This design comes from an exercise in tuning for small area, a short achievable clock period and few clock cycles on the open sky130 flow, not from production work.
Function was checked by simulation only, so behaviour that the tests miss may differ from the original.
Power figures rest on the tool's default switching activity, not on a simulated workload.

<file path="flow/run.sh">
#!/bin/bash
# synth_recipe.tcl (not shown) runs the flow's synth.tcl, then flattens the netlist and writes it again
# the make line also repeats each setting of config.mk as NAME=value (left out here)
make -C /OpenROAD-flow-scripts/flow DESIGN_CONFIG=/design/flow/config.mk WORK_HOME=/design/flow/orfs CLKGATE_MAP_FILE= SYNTH_SCRIPT=/design/flow/synth_recipe.tcl finish
</file>
<file path="flow/config.mk">
export PLATFORM = sky130hd
export DESIGN_NAME = two_class_job_queue_top
export DESIGN_NICKNAME = two_class_job_queue_top
export VERILOG_FILES = /design/flow/design.v
export SDC_FILE = /design/flow/constraint.sdc
export NUM_CORES = 4
export LEC_CHECK = 0
export CAP_MARGIN = 20
export CORE_MARGIN = 2
export CORE_UTILIZATION = 30
export PLACE_DENSITY = 0.4
export SETUP_SLACK_MARGIN = 4.8
export SLEW_MARGIN = 20
export TNS_END_PERCENT = 0
</file>
<file path="flow/design.v">
`timescale 1ns / 1ps
`default_nettype none
package tcjq_pkg;
	localparam int QUEUE_DEPTH = 32;
	localparam int AW = $clog2(QUEUE_DEPTH);
	localparam int CW = $clog2(QUEUE_DEPTH + 1);
	localparam logic [2:0] CMD_ENQ    = 3'd0;
	localparam logic [2:0] CMD_DEQ    = 3'd1;
	localparam logic [2:0] CMD_PEEK   = 3'd2;
	localparam logic [2:0] CMD_SEARCH = 3'd3;
	localparam logic [2:0] CMD_CANCEL = 3'd4;
	localparam logic [2:0] ST_OK        = 3'd0;
	localparam logic [2:0] ST_BAD_ID    = 3'd1;
	localparam logic [2:0] ST_DUP       = 3'd2;
	localparam logic [2:0] ST_BAD_PAGES = 3'd3;
	localparam logic [2:0] ST_FULL      = 3'd4;
	localparam logic [2:0] ST_NONE      = 3'd5;
	typedef struct packed {
		logic [15:0] id;
		logic [15:0] pages;
	} entry_t;
	typedef struct packed {
		logic        we;
		logic [AW-1:0] waddr;
		entry_t      wdata;
		logic [AW-1:0] raddr;
	} mem_req_t;
endpackage
`default_nettype wire
`timescale 1ns / 1ps
`default_nettype none
module tcjq_store (
	input  wire                                  clk,
	input  wire                                  arst_n,
	input  wire  [15:0]                          key,    
	input  wire                                  ins,    
	input  wire                                  ins_ok,  
	input  wire  [31:0]                          wdata,
	input  wire  [tcjq_pkg::QUEUE_DEPTH-1:0]     clr,    
	input  wire  [tcjq_pkg::QUEUE_DEPTH-1:0]     sel,    
	output logic [tcjq_pkg::QUEUE_DEPTH-1:0]     valid,
	output logic [tcjq_pkg::QUEUE_DEPTH-1:0]     hit,    
	output logic [tcjq_pkg::QUEUE_DEPTH-1:0]     head,   
	output logic [31:0]                          rdata   
);
	localparam int D = tcjq_pkg::QUEUE_DEPTH;
	logic [31:0] mem_q [0:D-1];
	logic [D-1:0] below;    
	logic [D-1:0] shift;    
	logic [D-1:0] above;    
	always_comb begin
		below[0] = 1'b1;
		for (int j = 1; j < D; j++) below[j] = below[j-1] & valid[j-1];
		for (int j = 0; j < D; j++) shift[j] = ins & below[j];
		above[D-1] = 1'b0;
		for (int j = D - 2; j >= 0; j--) above[j] = above[j+1] | valid[j+1];
		for (int j = 0; j < D; j++) begin
			hit[j] = valid[j] && mem_q[j][31:16] == key;
			head[j] = valid[j] & ~above[j];
		end
		rdata = '0;
		for (int j = 0; j < D; j++) rdata = rdata | (mem_q[j] & {32{sel[j]}});
	end
	always_ff @(posedge clk) begin
		if (shift[0]) mem_q[0] <= wdata;
		for (int j = 1; j < D; j++)
			if (shift[j]) mem_q[j] <= mem_q[j-1];
	end
	always_ff @(posedge clk or negedge arst_n) begin
		if (!arst_n) valid <= '0;
		else begin
			valid[0] <= shift[0] ? ins_ok : valid[0] & ~clr[0];
			for (int j = 1; j < D; j++) valid[j] <= (valid[j] | shift[j]) & ~clr[j];
		end
	end
endmodule
`default_nettype wire
`timescale 1ns / 1ps
`default_nettype none
module two_class_job_queue_top (
	input  wire         clk,
	input  wire         arst_n,
	input  wire         s_tvalid,
	output logic        s_tready,
	input  wire  [39:0] s_tdata,
	output logic        m_tvalid,
	input  wire         m_tready,
	output logic [71:0] m_tdata
);
	localparam int D  = tcjq_pkg::QUEUE_DEPTH;
	localparam int CW = tcjq_pkg::CW;
	logic        c_v, k_v;        
	logic [35:0] c_q, k_q;
	logic [2:0]  cmd_q;
	logic [15:0] id_q, pages_q;
	logic        cls_q;
	assign {cls_q, pages_q, id_q, cmd_q} = c_q;
	logic [CW-1:0] pc_q, nc_q;
	logic [15:0]   done_q;
	logic          p_v;           
	logic [D-1:0]  psel_q, nsel_q;
	logic [2:0]    pst_q;
	logic          pcls_q;
	logic [67:0]   r0_q;
	logic adv, go, take;
	assign adv = ~m_tvalid | m_tready;    
	assign go = c_v & (~p_v | adv);
	assign take = s_tvalid & s_tready;
	assign s_tready = ~k_v;
	logic [D-1:0] p_valid, n_valid, p_hit, n_hit, p_head, n_head, p_clr, n_clr;
	logic [31:0]  p_rd, n_rd;
	logic         p_ins, n_ins, ins_ok;
	tcjq_store u_pstore (.clk(clk), .arst_n(arst_n), .key(id_q), .ins(p_ins), .ins_ok(ins_ok),
		.wdata({id_q, pages_q}), .clr(p_clr), .sel(psel_q),
		.valid(p_valid), .hit(p_hit), .head(p_head), .rdata(p_rd));
	tcjq_store u_nstore (.clk(clk), .arst_n(arst_n), .key(id_q), .ins(n_ins), .ins_ok(ins_ok),
		.wdata({id_q, pages_q}), .clr(n_clr), .sel(nsel_q),
		.valid(n_valid), .hit(n_hit), .head(n_head), .rdata(n_rd));
	logic is_enq, is_deq, is_peek, is_find, is_cancel, is_head;
	logic p_any, n_any, p_full, n_full, found, p_found, n_found, rep;
	logic [2:0] st;
	logic [D-1:0] p_sel, n_sel;
	logic [CW-1:0] pc_n, nc_n, pc_inc, nc_inc, pc_dec, nc_dec;
	logic [15:0] done_n;
	assign pc_inc = pc_q + 1'b1;
	assign nc_inc = nc_q + 1'b1;
	assign pc_dec = pc_q - 1'b1;
	assign nc_dec = nc_q - 1'b1;
	always_comb begin
		is_enq    = cmd_q == tcjq_pkg::CMD_ENQ;
		is_deq    = cmd_q == tcjq_pkg::CMD_DEQ;
		is_peek   = cmd_q == tcjq_pkg::CMD_PEEK;
		is_cancel = cmd_q == tcjq_pkg::CMD_CANCEL;
		is_find   = cmd_q == tcjq_pkg::CMD_SEARCH || is_cancel;
		is_head   = is_deq | is_peek;
		p_any   = pc_q != '0;
		n_any   = nc_q != '0;
		p_full  = pc_q == CW'(D);
		n_full  = nc_q == CW'(D);
		p_found = |p_hit;
		n_found = |n_hit;
		found   = p_found | n_found;
		p_ins  = go & is_enq & cls_q & ~p_full;
		n_ins  = go & is_enq & ~cls_q & ~n_full;
		ins_ok = id_q != '0 && pages_q != '0 && !found;
		p_sel = is_find ? p_hit : (is_head ? p_head : '0);
		n_sel = is_find ? n_hit : (is_head & ~p_any ? n_head : '0);
		rep  = is_find ? found : (is_head & (p_any | n_any));
		p_clr = '0;
		n_clr = '0;
		if (go & is_cancel) begin
			p_clr = p_hit;
			n_clr = n_hit;
		end
		if (go & is_deq) begin
			p_clr = p_head;
			n_clr = p_any ? '0 : n_head;
		end
		pc_n = pc_q;
		nc_n = nc_q;
		if (is_enq) begin
			if (cls_q & ~p_full & ins_ok) pc_n = pc_inc;
			if (~cls_q & ~n_full & ins_ok) nc_n = nc_inc;
		end
		if (is_cancel) begin
			if (p_found) pc_n = pc_dec;
			if (n_found) nc_n = nc_dec;
		end
		if (is_deq) begin
			if (p_any) pc_n = pc_dec;
			else if (n_any) nc_n = nc_dec;
		end
		done_n = (is_deq && (p_any || n_any) && done_q != 16'hFFFF) ? done_q + 1'b1 : done_q;
		st = tcjq_pkg::ST_OK;
		if (is_enq) begin
			if (id_q == '0) st = tcjq_pkg::ST_BAD_ID;
			else if (found) st = tcjq_pkg::ST_DUP;
			else if (pages_q == '0) st = tcjq_pkg::ST_BAD_PAGES;
			else if (cls_q ? p_full : n_full) st = tcjq_pkg::ST_FULL;
		end else if ((is_head | is_find) & ~rep) st = tcjq_pkg::ST_NONE;
	end
	always_ff @(posedge clk or negedge arst_n) begin
		if (!arst_n) begin
			c_v <= 1'b0;
			k_v <= 1'b0;
			p_v <= 1'b0;
			pc_q <= '0;
			nc_q <= '0;
			done_q <= '0;
			m_tvalid <= 1'b0;
		end else begin
			if (~c_v | go) begin
				c_v <= k_v | take;
				k_v <= 1'b0;
			end else if (take) begin
				k_v <= 1'b1;
			end
			if (go) begin
				pc_q <= pc_n;
				nc_q <= nc_n;
				done_q <= done_n;
			end
			if (go) p_v <= 1'b1;
			else if (adv) p_v <= 1'b0;
			if (adv) m_tvalid <= p_v;
		end
	end
	always_ff @(posedge clk) begin
		if (~c_v | go) c_q <= k_v ? k_q : s_tdata[35:0];
		if (take & c_v & ~go) k_q <= s_tdata[35:0];
		if (go) begin
			psel_q <= p_sel;
			nsel_q <= n_sel;
			pst_q <= st;
			pcls_q <= is_find ? p_found : (is_head & p_any);
		end
		if (adv) r0_q <= {done_q, 8'(nc_q), 8'(pc_q), pcls_q, p_rd[15:0] | n_rd[15:0],
			p_rd[31:16] | n_rd[31:16], pst_q};
	end
	assign m_tdata = {4'd0, r0_q};
endmodule
`default_nettype wire
</file>
<file path="flow/constraint.sdc">
create_clock -name core_clock -period 8.0 [get_ports {clk}]
set_input_delay 1.6000 -clock core_clock [delete_from_list [all_inputs] [get_ports {clk}]]
set_output_delay 1.6000 -clock core_clock [all_outputs]
set_load 0.01 [all_outputs]
</file>
==> results of run 1 <==
-- registers in the layout, indices dropped and copies added, names as in the netlist --
name and flops:
u_nstore.mem_q 1024, u_pstore.mem_q 1024, r0_q 64, c_q 36, k_q 36, nsel_q 32
psel_q 32, u_nstore.valid 32, u_pstore.valid 32, done_q 16, nc_q 6, pc_q 6
pst_q 3, c_v 1, k_v 1, m_tvalid 1, p_v 1, pcls_q 1
-- cell type report --
cell class                 count  area, µm²  area share
timing repair inverter         2       17.5    0.000145
clock buffer                 338       7320      0.0606
antenna                       77        193     0.00160
tap                         4325       5410      0.0448
sequential                  2348      70000       0.580
multi-input combinational   3386      29300       0.243
clock inverter               157       1460      0.0121
inverter                      26        133     0.00110
timing repair buffer         626       6880      0.0570
-- how the worst max path moves through the flow --
stage / end / from / slack [ns]
2_1_floorplan: u_pstore.mem_q[31][0] / m_tready / 0.71
3_3_place_gp: u_nstore.mem_q[31][26] / m_tready / 0.98
3_5_place_dp: u_nstore.mem_q[31][26] / m_tready / 0.94
4_1_cts: u_pstore.mem_q[31][10] / m_tready / 4.40
5_1_grt: nc_q[1] / c_q[11] / 3.98
6_report: pc_q[1] / c_q[11] / 4.08
-- worst register-to-register path, cell delays in order (launching register included) --
cell and delay, ns:
edfxtp_1 0.47, buf_16 0.31, xor2_4 0.73, nor3_2 0.25
nand4_1 0.14, buf_4 0.19, o22ai_1 0.13, nor4_2 0.30
nand4_1 0.14, buf_6 0.17, buf_12 0.13, nor2_4 0.16
buf_4 0.18, nand3_1 0.11, o311a_1 0.37
-- routing by layer --
| layer | global-route usage | vias to the layer above | wire, µm |
|---|---|---|---|
| met5 | 0.00603 | - | 788 |
| met4 | 0.296 | 54 | 63900 |
| met3 | 0.208 | 2352 | 114000 |
| met2 | 0.530 | 9319 | 263000 |
| met1 | 0.507 | 41400 | 248000 |
| li1 | - | 25900 | - |
-- kinds of logic (layout without fill, tap and decap cells) --
group / after synthesis / count (layout) / share of synthesized area
DFF: 2348 / 2348 / 0.717
AOI/OAI and AO/OA: 1270 / 1270 / 0.108
xor gates and xnor gates: 1048 / 1048 / 0.0940
and+or+nand+nor: 994 / 1016 / 0.0575
buffers and inverters: 386 / 1149 / 0.0183
muxes: 39 / 39 / 0.00447
adders and majority gates: 5 / 5 / 0.000640
other: 1 / 85 / 0.0000384
-- layout by cell type, fill, tap and decap left out, drive strengths merged, types with 96 or more instances in the layout --
cell type,instances
edfxtp,2252
clkdlybuf4s50,100
clkbuf,338
nor4,221
buf,505
a221oi,517
a22o,523
clkinv,117
nor2,126
nand4,208
xor2,968
nand2,146
dfrtp,96
-- through the flow --
stage | cell area, µm² | instances | hold slack (ns) | util | worst slack [ns]
after CTS | 120000 | 11200 | 0.428 | 0.371 | 4.40
final | 121000 | 11300 | 0.424 | 0.373 | 4.08
after detailed placement | 105000 | 10400 | 0.405 | 0.325 | 0.942
after global routing | 121000 | 11200 | 0.450 | 0.372 | 3.98
after floorplan | 97800 | 6098 | 0.400 | - | 0.713
after global placement | 105000 | 10400 | 0.413 | 0.325 | 0.980
-- power by group through the flow --
stage	combinational [W]	clock (W)	sequential [W]
after CTS	0.00455	0.0129	0.0137
after detailed placement	0.00396	0	0.0140
after floorplan	0.00166	0	0.0139
final	0.00498	0.0129	0.0137
after global placement	0.00399	0	0.0140
after global routing	0.00475	0.0133	0.0137
-- repair_timing --
item | 4_1_cts | 5_1_grt
endpoints found under the setup margin | 2197 | 1630
gates resized for setup | 473 | 14
hold endpoints to repair | 0 | 0
buffers inserted | 213 | 7
gates cloned | 48 | 0
pin swaps | 123 | 10
==> summary.txt, run 1 <==
Run status: timing/DRC/antenna clean
Hold buffers post-CTS: 0
Worst stage delay on the critical path: 0.64 ns
DR DRC count: 0
Int Pwr: 0.0219 W
Syn Area/Cell: 16.0 µm²
Crit path buf inv count: 5
Fin nets: 6717
WL/cell: 61.1 µm
CTS tree: built
DR vias/cell: 7.00
Number of global-route vias before repair: 69800
Max Cap Viol: 0
Initial Util: 0.301
IO Pins: 118
Final Wtd Congestion: 1.12
H-tree depth: 5
Syn Inst Count: 6091
First-pass GRT wire length: 843 mm
EDFF count, synth: 2252
WP data arrival: 4.72 ns
Register clock-pin slew on the reported worst setup and hold paths: 0.07 ns
Post-synth cell types: 73
Clock sinks: 2348
Tmin final: 3.92 ns
Final setup viols: 0
Final WL: 690 mm
Die W: 575 µm
Area growth from synthesis to layout: 23.6%
Reg-to-Reg Start: c_q[11]
Pwr dens: 262 nW/µm²
Sequential fraction of design power: 0.434
Worst path cell trace: buf_16 > xor2_4 > nor3_2 > nand4_1 > buf_4 > o22ai_1 > nor4_2 > nand4_1 > buf_6 > buf_12 > nor2_4 > buf_4 > nand3_1 > o311a_1
Headroom to the max-slew limit: 0.107
Startpoint types: register
Clock buffer count from CTS: 278
Slew @ Worst Pin: 1.34 ns
Endpoint, Worst Hold: u_pstore.mem_q[3][15]
Pleak: 39.2 nW
Root Driver: clkbuf_16
Total gr overflow: 0
Switch share: 0.307
Setup TNS Final: 0 ns
Total power: 0.0316 W
Detailed Routing Iterations Pass 1: 8
Hold_sp: u_pstore.mem_q[2][15]
RSZ-0062 raised after global routing: yes
Most frequent cells after synthesis: edfxtp_1, xor2_1, a22o_1, a221oi_1, clkbuf_1
Setup CP Type: reg -> reg
Synth top area cells: edfxtp_1, xor2_1, a22o_1, a221oi_1, dfrtp_1
Number of core rows: 209
Post-Syn Area: 97700 µm²
Crit path max-delay family: simple AND/OR/NAND/NOR gates
Fraction of registers with async set/reset: 0.0409
All-Layer GR Usage: 0.406
Pin count of the biggest net entering global routing: 62
Hold depth: 0
DR iter-0 viols: 18400
Synth Warn #: 3
Combinational share of power: 0.157
Skew final: 0.0786 ns
Layout fillers: 30400
Core Region: 324000 µm²
Worst hold path class: reg -> reg
Reg2reg setup slack: 4.08 ns
Slew Viols, Final: 0
Setup crit end kind: register
Number of routed nets with antenna violations: 0
Insertion delay to the later sink of the worst-skew pair: 0.99 ns
Final period util: 0.490
Number of port buffers: 105
Sw Pwr: 0.00969 W
Crit-path slowest cell: xor2_4
Seq/Total Area, Yosys: 0.717
Via count: 79000
Top cell type's share of synthesized area: 0.692
Die area: 330000 µm²
Peak Freq: 0.255 GHz
Maximum clock path buffer count: 4
Critical Path Stages: 14
Register-to-Register Path Depth: 14
Share of layout cells above drive strength 1: 0.198
#FFs+latches synth: 2348
Clock power frac: 0.409
CP max FO: 34
Dominant synthesized flop cell: edfxtp_1
Antenna violations before repair: 102
HPWL after detailed placement: 438 mm
Fin. Hold Viols: 0
R2R Path End: pc_q[1]
WP data required: 8.80 ns
Yosys top cell by area: edfxtp_1
Height of the chip: 575 µm
Worst VDD drop: 174 µV
Most common cell in the synthesized netlist: edfxtp_1
Testbench counts, summed over its fixed seeds: cycles 16,024.
==> run 2, diff against run 1 <==
--- a/flow/design.v
+++ b/flow/design.v
@@ -101,5 +101,6 @@
 	logic [D-1:0]  psel_q, nsel_q;
 	logic [2:0]    pst_q;
-	logic          pcls_q;
+	logic          pcls_q, pdeq_q;
+	logic [1:0]    pstep_q, nstep_q;    
 	logic [67:0]   r0_q;
 	logic adv, go, take;
@@ -121,10 +122,5 @@
 	logic [2:0] st;
 	logic [D-1:0] p_sel, n_sel;
-	logic [CW-1:0] pc_n, nc_n, pc_inc, nc_inc, pc_dec, nc_dec;
-	logic [15:0] done_n;
-	assign pc_inc = pc_q + 1'b1;
-	assign nc_inc = nc_q + 1'b1;
-	assign pc_dec = pc_q - 1'b1;
-	assign nc_dec = nc_q - 1'b1;
+	logic [1:0] p_step, n_step;
 	always_comb begin
 		is_enq    = cmd_q == tcjq_pkg::CMD_ENQ;
@@ -134,8 +130,8 @@
 		is_find   = cmd_q == tcjq_pkg::CMD_SEARCH || is_cancel;
 		is_head   = is_deq | is_peek;
-		p_any   = pc_q != '0;
-		n_any   = nc_q != '0;
-		p_full  = pc_q == CW'(D);
-		n_full  = nc_q == CW'(D);
+		p_any   = |p_valid;
+		n_any   = |n_valid;
+		p_full  = &p_valid;
+		n_full  = &n_valid;
 		p_found = |p_hit;
 		n_found = |n_hit;
@@ -157,19 +153,8 @@
 			n_clr = p_any ? '0 : n_head;
 		end
-		pc_n = pc_q;
-		nc_n = nc_q;
-		if (is_enq) begin
-			if (cls_q & ~p_full & ins_ok) pc_n = pc_inc;
-			if (~cls_q & ~n_full & ins_ok) nc_n = nc_inc;
-		end
-		if (is_cancel) begin
-			if (p_found) pc_n = pc_dec;
-			if (n_found) nc_n = nc_dec;
-		end
-		if (is_deq) begin
-			if (p_any) pc_n = pc_dec;
-			else if (n_any) nc_n = nc_dec;
-		end
-		done_n = (is_deq && (p_any || n_any) && done_q != 16'hFFFF) ? done_q + 1'b1 : done_q;
+		p_step[1] = is_enq & cls_q & ~p_full & ins_ok;
+		n_step[1] = is_enq & ~cls_q & ~n_full & ins_ok;
+		p_step[0] = (is_cancel & p_found) | (is_deq & p_any);
+		n_step[0] = (is_cancel & n_found) | (is_deq & ~p_any & n_any);
 		st = tcjq_pkg::ST_OK;
 		if (is_enq) begin
@@ -179,4 +164,15 @@
 			else if (cls_q ? p_full : n_full) st = tcjq_pkg::ST_FULL;
 		end else if ((is_head | is_find) & ~rep) st = tcjq_pkg::ST_NONE;
+	end
+	logic [CW-1:0] pc_n, nc_n;
+	logic [15:0]   done_n;
+	always_comb begin
+		pc_n = pc_q;
+		nc_n = nc_q;
+		if (pstep_q[1]) pc_n = pc_q + 1'b1;
+		if (pstep_q[0]) pc_n = pc_q - 1'b1;
+		if (nstep_q[1]) nc_n = nc_q + 1'b1;
+		if (nstep_q[0]) nc_n = nc_q - 1'b1;
+		done_n = (pdeq_q && done_q != 16'hFFFF) ? done_q + 1'b1 : done_q;
 	end
 	always_ff @(posedge clk or negedge arst_n) begin
@@ -196,11 +192,11 @@
 				k_v <= 1'b1;
 			end
-			if (go) begin
+			if (go) p_v <= 1'b1;
+			else if (adv) p_v <= 1'b0;
+			if (adv & p_v) begin
 				pc_q <= pc_n;
 				nc_q <= nc_n;
 				done_q <= done_n;
 			end
-			if (go) p_v <= 1'b1;
-			else if (adv) p_v <= 1'b0;
 			if (adv) m_tvalid <= p_v;
 		end
@@ -214,6 +210,9 @@
 			pst_q <= st;
 			pcls_q <= is_find ? p_found : (is_head & p_any);
-		end
-		if (adv) r0_q <= {done_q, 8'(nc_q), 8'(pc_q), pcls_q, p_rd[15:0] | n_rd[15:0],
+			pdeq_q <= is_deq & (p_any | n_any);
+			pstep_q <= p_step;
+			nstep_q <= n_step;
+		end
+		if (adv) r0_q <= {done_n, 8'(nc_n), 8'(pc_n), pcls_q, p_rd[15:0] | n_rd[15:0],
 			p_rd[31:16] | n_rd[31:16], pst_q};
 	end
==> run 2 against run 1 <==
Largest power group unchanged. Synthesized cell count increased by 0.94%. Power decreased by 0.59%. Critical path type unchanged. Global-route usage is 2.1 points lower. Clock skew decreased by 0.010 ns.
==> summary.txt, run 2 <==
Run status: timing/DRC/antenna clean
Final cell count without fillers: 11300 (+0.20%)
DR iter-0 viols: 16200 (-12%)
Clock power frac: 0.401 (-0.008)
Hold depth: 0 (unchanged)
WL/cell: 58.0 µm (-5.1%)
Yosys top cell by area: edfxtp_1
Syn Inst Count: 6148 (+0.94%)
Startpoint types: register
Reg-to-Reg Start: c_q[16]
Switch share: 0.301 (-0.00572)
First-pass GRT wire length: 806 mm (-4.4%)
Most common cell after layout, fill and taps aside: edfxtp_1
Area growth from synthesis to layout: 22.5%
Hold buffers post-CTS: 0 (unchanged)
Slew Viols, Final: 0 (unchanged)
Hold_sp: pst_q[2]
Insertion delay to the later sink of the worst-skew pair: 0.99 ns (about the same)
WP data arrival: 4.81 ns (+0.09 ns)
RSZ-0062 raised after global routing: yes
Total power: 0.0314 W (-0.59%)
Post-Syn Area: 98300 µm² (+0.67%)
Fraction of registers with async set/reset: 0.0408 (-0.0000869)
Max Cap Viol: 0 (unchanged)
Final Wtd Congestion: 1.08 (-3.6%)
Tmin final: 4.11 ns (+0.193 ns)
CTS tree: built
Area of the multi-input gates: 29100 µm² (-0.57%)
Die area: 332000 µm² (+0.67%)
Placed cell count: 10500 (+0.36%)
Worst VDD drop: 153 µV (-12%)
Worst path cell trace: clkbuf_16 > xnor2_4 > nand4_1 > nor4_4 > and3_4 > nor4_1 > and4_4 > and4b_2 > a221o_1
Most frequent cells after synthesis: edfxtp_1, xor2_1, a22o_1, a221oi_1, xnor2_1
Sequential fraction of design power: 0.440 (+0.006)
Die W: 577 µm (+0.33%)
Syn Area/Cell: 16.0 µm² (-0.26%)
Number of routed nets with antenna violations: 0 (unchanged)
Number of core rows: 210 (+0.48%)
Slew @ Worst Pin: 1.41 ns (+0.0745 ns)
Setup crit end kind: register
Final period util: 0.514 (+0.0242)
Number of port buffers: 105 (unchanged)
Combinational share of power: 0.159 (+0.002)
Register-to-Register Path Depth: 9 (-5)
HPWL after detailed placement: 424 mm (-3.1%)
CP startpoint: c_q[16]
Register clock-pin slew on the reported worst setup and hold paths: 0.06 ns (about the same)
R2R Path End: pst_q[0]
H-tree depth: 5 (unchanged)
Worst hold path class: reg -> reg
Endpoint, Worst Hold: r0_q[2]
Clock buffer count from CTS: 277 (-0.36%)
Final WL: 655 mm (-4.9%)
Dominant synthesized flop cell: edfxtp_1
Skew final: 0.0682 ns (-0.0104 ns)
Pleak: 39.1 nW (-0.29%)
Setup CP Type: reg -> reg
EDFF count, synth: 2257 (+0.22%)
Commonest non-fill, non-tap cells in the layout: edfxtp_1, xor2_1, a22o_1
Peak Freq: 0.243 GHz (-4.7%)
Post-synth cell types: 75 (+2.7%)
Hold WS: 0.428 ns (+0.00349 ns)
Pin count of the biggest net entering global routing: 59 (-4.8%)
Synth top area cells: edfxtp_1, xor2_1, a22o_1, a221oi_1, xnor2_1
#FFs+latches synth: 2353 (+0.21%)
Clock sinks: 2353 (+0.21%)
Reg2reg setup slack: 3.89 ns (-0.19 ns)
Pwr dens: 261 nW/µm² (-0.34%)
Final core area utilization: 0.369 (-0.00389)
Layout fillers: 30700 (+0.99%)
All-Layer GR Usage: 0.385 (-0.0212)
Setup TNS Final: 0 ns (unchanged)
Headroom to the max-slew limit: 0.0509 (-0.0564)
Via count: 76400 (-3.3%)
Final setup viols: 0 (unchanged)
Root Driver: clkbuf_16
Synth Warn #: 3 (unchanged)
DR vias/cell: 6.75 (-3.5%)
Total gr overflow: 0 (unchanged)
Height of the chip: 577 µm (+0.33%)
Worst stage delay on the critical path: 0.91 ns (+0.27 ns)
Detailed Routing Iterations Pass 1: 8 (unchanged)
Most common cell in the synthesized netlist: edfxtp_1
Fin nets: 6746 (+0.43%)
Crit-path slowest cell: nor4_4
IO Pins: 118 (unchanged)
Top Registers: u_nstore.mem_q (1024), u_pstore.mem_q (1024), r0_q (64)
Fin. Hold Viols: 0 (unchanged)
Initial Util: 0.301 (-0.000386)
CP max FO: 7 (-79%)
Antenna violations before repair: 86 (-16%)
Core Region: 327000 µm² (+0.80%)
Seq/Total Area, Yosys: 0.714 (-0.00327)
Maximum clock path buffer count: 4 (unchanged)
Top cell type's share of synthesized area: 0.689 (-0.00311)
DR DRC count: 0 (unchanged)
WP data required: 8.70 ns (-0.10 ns)
Share of layout cells above drive strength 1: 0.185 (-0.0131)
Number of global-route vias before repair: 69000 (-1.1%)
Int Pwr: 0.0220 W (+0.23%)
Sequential cell area: 70200 µm² (+0.21%)
Sw Pwr: 0.00946 W (-2.4%)
[run 2: power groups by stage]
stage / clock [W] / sequential (W) / combinational, W
floorplan: 0 / 0.0140 / 0.00189
global placement: 0 / 0.0141 / 0.00420
detailed placement: 0 / 0.0141 / 0.00418
CTS: 0.0126 / 0.0138 / 0.00462
global route: 0.0130 / 0.0138 / 0.00483
finish: 0.0126 / 0.0138 / 0.00499
[run 2: area by class of cell]
class                      count  area share
sequential                  2353       0.583
multi-input combinational   3418       0.242
clock buffer                 360      0.0626
timing repair buffer         612      0.0571
tap                         4346      0.0451
clock inverter               128     0.00805
inverter                      34     0.00124
antenna                       56     0.00116
timing repair inverter         1   0.0000727
[run 2: worst max path at each step]
stage | endpoint | slack, ns
2_1_floorplan | u_pstore.mem_q[31][0] | 2.28
3_3_place_gp | u_nstore.mem_q[31][14] | 1.30
3_5_place_dp | u_nstore.mem_q[31][14] | 1.26
4_1_cts | pst_q[0] | 4.47
5_1_grt | pst_q[0] | 4.09
6_report | pst_q[0] | 3.89
[run 2: worst max-delay path, delay by kind of cell, from the launching register on]
family	cells	cell delay, ns
buffers and inverters	1	0.24
AND/OR/NAND/NOR	6	2.29
flip-flops	1	0.49
XOR/XNOR	1	0.43
AO/OA/AOI/OAI	1	0.33
[run 2: repair_timing]
item / 4_1_cts / 5_1_grt
gates resized for setup: 444 / 10
gates cloned: 43 / 3
setup buffers: 215 / 14
setup endpoints to repair: 2142 / 1815
pin swaps: 122 / 11
[run 2: logic make-up (layout without fill, tap and decap cells)]
group,Yosys count,in the layout,share of synthesized area
other,1,64,0.0000381
adders and majority gates,5,5,0.000636
buffers and inverters,404,1135,0.0196
and+or+nand+nor,1021,1041,0.0587
xor gates and xnor gates,1073,1073,0.0956
AOI/OAI and AO/OA,1244,1244,0.106
DFF,2353,2353,0.714
muxes,47,47,0.00525
[run 2: routing by layer]
layer,vias up,track usage,share of wire
met5,-,0.00947,0.0011
met4,42,0.335,0.11
met3,2155,0.168,0.14
met2,8052,0.536,0.41
met1,40000,0.450,0.34
li1,26100,-,-
[run 2: stage by stage]
| step | cell area (µm²) | worst slack (ns) |
|---|---|---|
| floorplan | 98500 | 2.28 |
| global placement | 105000 | 1.30 |
| detailed placement | 106000 | 1.26 |
| CTS | 120000 | 4.47 |
| global route | 120000 | 4.09 |
| finish | 120000 | 3.89 |
Testbench counts of run 2, summed over its fixed seeds: cycles 16,024.

-- port drivers added, routing unchanged --
The flow's constraints put no driver on any port. The routed layouts listed below were extracted and timed again, unchanged, in two steps.
Step 1: set_driving_cell puts a clkbuf_16 on clk and a buf_2 on each other input, an assumption about the parent block.
Step 2 moves the port delays by t, midway between the first and last clock arrival at a register: inputs arrive t later, outputs are due t later. That takes back most of the time a late clock gives input paths.
a / b / c = no drivers / after step 1 / after step 2; a / b = the first two.
run | shift t [ns] | slack for setup (ns) | worst hold slack (ns) | pins driven straight from the clock port
run 1 | 1.054 | 4.082 / 4.082 / 3.230 | 0.424 / 0.424 / 0.424 | 1
run 2 | 1.074 | 3.888 / 3.888 / 3.392 | 0.428 / 0.428 / 0.428 | 1
After both steps every run listed still meets setup and hold. The setup slack of run 1, which loses most, moves by 0.000 ns with the drivers and by -0.852 ns with both steps.
